This is an optimization exercise on Yosys and OpenROAD, whose aim is small area, a short achievable clock period and few clock cycles per item, not a production implementation.
Function was checked by simulation only, so behaviour that the tests miss may differ from the original.
Power and IR drop assume default switching activity.

==> flow/design.v (outline; a module is shown in full before it is edited, if it fits) <==
// module srg_mul_cs: 2707 lines
// module srg_recip_cs: 600 lines
// module srg_fix: 267 lines
// module speed_ramp_generator_unit: 319 lines
module speed_ramp_generator_unit
#(
   parameter int TIME_SCALE = srg_pkg::TIME_SCALE_DEFAULT
) (
   input  wire logic                  clock,
   input  wire logic                  reset,
   input  wire logic                  req_tvalid,
   output logic                       req_tready,
   input  wire logic [63:0]           req_tdata,    
   input  wire logic [srg_pkg::CMD_W-1:0]      req_tuser,    
   output logic                       rsp_tvalid,
   input  wire logic                  rsp_tready,
   output logic [srg_pkg::DATA_W-1:0]          rsp_tdata,    
   output logic [3:0]                 rsp_tuser,    
   input  wire logic                  csr_psel,
   input  wire logic                  csr_penable,
   input  wire logic                  csr_pwrite,
   input  wire logic [srg_pkg::CSR_ADDR_W-1:0] csr_paddr,
   input  wire logic [srg_pkg::DATA_W-1:0]     csr_pwdata,
   output logic [srg_pkg::DATA_W-1:0]          csr_prdata,
   output logic                       csr_pready
);
  // ...
==> flow/run.sh <==
#!/bin/bash
# synth_recipe.tcl (not shown) runs the flow's synth.tcl, then flattens the netlist and writes it again
# the make line also repeats each setting of config.mk as NAME=value (left out here)
make -C /OpenROAD-flow-scripts/flow DESIGN_CONFIG=/design/flow/config.mk WORK_HOME=/design/flow/orfs CLKGATE_MAP_FILE= SYNTH_SCRIPT=/design/flow/synth_recipe.tcl finish
==> flow/config.mk <==
export PLATFORM = sky130hd
export DESIGN_NAME = speed_ramp_generator_unit
export DESIGN_NICKNAME = speed_ramp_generator_unit
export VERILOG_FILES = /design/flow/design.v
export SDC_FILE = /design/flow/constraint.sdc
export NUM_CORES = 4
export LEC_CHECK = 0
export CAP_MARGIN = 20
export CORE_MARGIN = 2
export CORE_UTILIZATION = 40
export SETUP_SLACK_MARGIN = 5
export SLEW_MARGIN = 20
==> flow/constraint.sdc <==
create_clock -name core_clock -period 12.0 [get_ports {clock}]
set_input_delay 2.4000 -clock core_clock [delete_from_list [all_inputs] [get_ports {clock}]]
set_output_delay 2.4000 -clock core_clock [all_outputs]
set_load 0.01 [all_outputs]
==> reports/qor.csv, run 1 <==
stage;metric;value;unit
final_layout;Multi-input comb cells;5828;
sta;fin worst setup slack;3.55;ns
global_route;global routing's busiest layer;met2;
power_and_ir_drop;Comb power frac;0.722;
detailed_routing;drt first pass iters;7;
detailed_routing;initial DRC count;4235;
setup_path;critical path class;in2reg;
setup_path;CP delay by family, top;compound AO/OA/AOI/OAI gates;
sta;Final Skew;0.0482;ns
detailed_routing;met2 wire len;123000;microns
final_layout;Regs by FF count;s2_ms x62, s2_mc x61, s3_e1 x38;
sta;final worst path period share;0.704;
sta;fmax;118;MHz
clock_tree;clock root buffer;clkbuf_16;
power_and_ir_drop;combinational power;15.0;mW
power_and_ir_drop;Sw Share;0.492;
power_and_ir_drop;pwr dens;240;nW/um^2
clock_tree;hold buffers post-CTS;0;
final_layout;sequential cells;625;
detailed_routing;met3 WL post-DR;14400;microns
status;outcome;complete, no violations;
final_layout;fill count;18100;
floorplanning;Initial Util;0.403;
detailed_routing;WL per Instance;23.0;microns
clock_tree;number of buffers created by CTS;80;
place;DPL Wire Length;185000;microns
power_and_ir_drop;clock network fraction of total power;0.121;
global_route;met3 layer usage reported by global route;0.0348;
worst_hold_path;HP Class;reg2reg;
setup_path;RR Startpoint;s4_cmd[1];
detailed_routing;# DRC;0;
logic_synthesis;EDFF count, synth;322;
worst_hold_path;hold path cells;0;
floorplanning;Die ar.;195000;sq um
final_layout;Layout non-clock buf frac;0.0437;
Testbench counts, summed over its fixed seeds: cycles 11,407, items 9,924.
==> run 2: changes to the inputs <==
--- a/flow/config.mk
+++ b/flow/config.mk
@@ -8,5 +8,5 @@
 export CAP_MARGIN = 20
 export CORE_MARGIN = 2
 export CORE_UTILIZATION = 40
-export SETUP_SLACK_MARGIN = 5
+export SETUP_SLACK_MARGIN = 3
 export SLEW_MARGIN = 20
==> run 2 against run 1 <==
  * Highest routed layer unchanged
  * Via count hardly changed
  * Critical path type unchanged
  * Clock skew is 0.010 ns lower
  * Largest power group unchanged
  * Register-to-register slack worse by 0.14 ns
  * Still clean on timing, DRC and antenna
==> reports/qor.csv, run 2 <==
stage;metric;value;unit;change
global_route;largest net degree at the start of global routing;135;;
detailed_routing;# DRC;0;;unchanged
setup_path;R2R setup slack;4.11;ns;
place;DPL Wire Length;185000;microns;about the same
detailed_routing;WL met1;103000;microns;
detailed_routing;met3 WL post-DR;15500;microns;+7.6%
final_layout;leading cell type in the layout, fill and taps excluded;inv_1;;
clock_tree;Clock transition at path regs;0.06;ns;
setup_path;max incr delay on CP;0.40;ns;
clock_tree;clk latency of the worst-skew pair;0.74;ns;
floorplanning;I/O Pins;181;;
setup_path;CP startpoint;rsp_tready;;
detailed_routing;top layer in use;met5;;
global_route;vias in the first global route;61700;;
final_layout;share of cells above drive strength 1;0.0557;;
detailed_routing;Vias/cell;5.40;;
detailed_routing;initial DRC count;4796;;+13%
final_layout;Area Overhead vs Synth;10.7;%;
final_layout;max FFs per register;62;;
floorplanning;core area;190000;sq um;
detailed_routing;Routed WL;253000;microns;
power_and_ir_drop;VDD IR max;0.833;mV;
logic_synthesis;sequential-to-total area share from yosys stat;0.205;;
sta;Max Slew Vio Count;0;;
detailed_routing;WL per Instance;23.0;microns;+0.28%
detailed_routing;drt first pass iters;8;;+1
status;outcome;complete, no violations;;
clock_tree;Max Buffers Root-to-Sink;3;;
place;PortBufs;177;;
sta;final worst path period need;8.68;ns;
detailed_routing;remaining antenna violation count after routing;0;;
place;GPL Wtd Cong;0.945;;
setup_path;CP max FO;15;;
logic_synthesis;area share of the largest cell type after synthesis;0.287;;
logic_synthesis;Distinct cells, synth;98;;
logic_synthesis;cell taking the most area after synthesis;fa_1;;
sta;unrepaired setup endpoints after global routing;false;;
place;Placed Instance Area;81400;sq um;
clock_tree;htree depth;3;;
worst_hold_path;HP Class;reg2reg;;
sta;final setup fails;0;;
logic_synthesis;Mapped Nets;10100;;
detailed_routing;met2 wire len;122000;microns;-0.72%
logic_synthesis;Synth Register Bits;625;;
global_route;first-pass GRT wire length;382000;microns;
sta;Slew @ Worst Pin;1.14;ns;
floorplanning;die height;442;microns;
global_route;initial antenna violation count;14;;
power_and_ir_drop;Pleak;36.8;nW;
logic_synthesis;mean post-synth cell area;9.17;sq um;
setup_path;Arrival @ worst endpoint;9.26;ns;
setup_path;element type at the critical path end;register;;
final_layout;Biggest register;s2_ms;;
detailed_routing;DR vias;59400;;
power_and_ir_drop;pwr dens;248;nW/um^2;+3.3%
setup_path;Worst Reg-to-Reg Cells;29;;
logic_synthesis;synthesized cell area;76800;sq um;
clock_tree;hold buffers post-CTS;0;;unchanged
logic_synthesis;count leader, synth;inv_1;;
sta;fmax;115;MHz;-2.7%
setup_path;worst reg2reg endpoint;ramp_ff;;
floorplanning;Die W;442;microns;
final_layout;Regs by FF count;s2_ms x62, s2_mc x61, s3_e1 x38;;
logic_synthesis;Commonest cells post-synth;1532 x inv_1, 1099 x fa_1, 961 x and2_1;;
final_layout;post-route cell area;85000;sq um;
flow_run;# Max-Cap Violations;0;;
sta;setup TNS;0;ns;
final_layout;most frequent cells in the layout;1529 x inv_1, 1099 x fa_1, 959 x and2_1, 541 x nand2_1, 476 x ha_1;;
worst_hold_path;HP Start;s1_x31;;
setup_path;CP max stage cell;a221o_1;;
logic_synthesis;Mapped Cells;8378;;
setup_path;RR Startpoint;s4_cmd[1];;
global_route;remaining global-route overflow;0;;
floorplanning;row cnt;160;;
logic_synthesis;Synth area leaders;fa_1 29%, edfxtp_1 13%, ha_1 8.1%, dfxtp_1 7.9%, and2_1 7.8%;;
clock_tree;clock root buffer;clkbuf_16;;
setup_path;Critical Path RT;12.58;ns;
sta;slew margin rel.;0.236;;
global_route;gr usage total;0.258;;
clock_tree;CTS Sinks;625;;
sta;final hold violation count;0;;
sta;final worst path period share;0.723;;+0.0194
setup_path;critical path class;in2reg;;
final_layout;Nets;10100;;
floorplanning;Initial Util;0.403;;unchanged
clock_tree;CTS tree;built;;
setup_path;Critical Path End;ramp_ff;;
floorplanning;Die ar.;195000;sq um;unchanged
clock_tree;number of buffers created by CTS;80;;unchanged
logic_synthesis;Post-synth top flop;edfxtp_1;;
logic_synthesis;EDFF count, synth;322;;unchanged
logic_synthesis;Syn. warnings;1;;
logic_synthesis;asr flop ratio synth;0;;
setup_path;Worst setup SP type;input port;;
sta;Final Skew;0.0378;ns;-0.0104 ns
## run 2: critical path, delay by kind of cell
family / cells / cell delay [ns]
buf+inv: 6 / 0.97
compound gates: 17 / 3.66
fa+ha+maj: 2 / 0.76
xor+xnor: 2 / 0.37
simple gates: 4 / 0.54
mux: 2 / 0.54
## run 2: worst min path at each step
| stage | endpoint | slack, ns | cells past startpoint |
|---|---|---|---|
| floorplan | s2_late | 0.40 | 0 |
| global route | s3_cmd[0] | 0.43 | 0 |
| finish | s2_x31 | 0.41 | 0 |
| global placement | s4_cap | 0.41 | 0 |
| detailed placement | s3_cmd[0] | 0.40 | 0 |
| CTS | s2_x31 | 0.42 | 0 |
## run 2: through the flow
stage | setup WS (ns) | utilization | power [mW] | cells | hold slack (ns)
after floorplan | -1.12 | - | 14.3 | 8378 | 0.400
after detailed placement | 1.26 | 0.428 | 18.2 | 10800 | 0.405
after global placement | 1.33 | 0.428 | 18.0 | 10800 | 0.405
final | 3.32 | 0.447 | 21.1 | 11000 | 0.414
after global routing | 3.07 | 0.447 | 23.0 | 11000 | 0.430
after CTS | 3.00 | 0.444 | 21.0 | 11000 | 0.419
## run 2: layout make-up
cell class	count	area [sq um]
antenna	15	37.5
clock buffer	100	2230
clock inverter	50	614
fill	18300	105000
inverter	1534	5760
multi-input combinational	5828	54500
sequential	625	15700
tap	2511	3140
timing repair buffer	335	3040
## run 2: cells by family after synthesis
family	Yosys count	synth area share
buffers and inverters	1926	0.0945
flip-flops	625	0.205
other	1	0.0000488
AO/OA/AOI/OAI	1359	0.113
adder cells (fa/ha/maj)	1594	0.367
AND/OR/NAND/NOR	2379	0.161
XOR/XNOR	294	0.0335
multiplexers	200	0.0262
## run 2: power by group
group | total, mW | internal [mW] | switching [mW]
Sequential | 3.23 | 2.89 | 0.336
Combinational | 15.2 | 6.09 | 9.14
Clock | 2.62 | 1.52 | 1.10
## run 2: what timing repair did
action                                  CTS  global route
endpoints found under the setup margin   15             7
buffers inserted                         12            26
hold endpoints to repair                  0             0
pin swaps                                 7            23
cloned                                    2             0
gates resized for setup                  22            51
## run 2: routing by layer
metal	vias up	global-route usage
met5	-	0
met4	4	0.117
met3	610	0.0377
met2	2107	0.438
met1	29900	0.324
li1	26700	-

## re-timing with driven ports
The flow's constraints put no driver on any port. The routed layouts listed below were extracted and timed again, unchanged, in two steps. Step 1 sets driving cells, clkbuf_16 on the clock port and buf_2 on the other inputs (assumed; they add their load-dependent delay and slew). Step 2 also shifts input and output timing later by t, the mid clock arrival at the registers, as if the neighbouring blocks saw the same clock. Three values: ideal ports, drivers, drivers and shift; two values: the first two.
run | t, ns | setup slack, ns | clock arrival spread, ns | worst slew at a driven data input, ns
run 1 | 0.802 | 3.554 / 3.598 / 2.796 | 0.061 / 0.061 | 0.11
run 2 | 0.810 | 3.321 / 3.392 / 2.581 | 0.038 / 0.037 | 0.19
After both steps setup and hold are still met in every run listed. For run 1, which loses most, drivers alone change the setup slack by +0.044 ns; drivers and shift together by -0.758 ns.
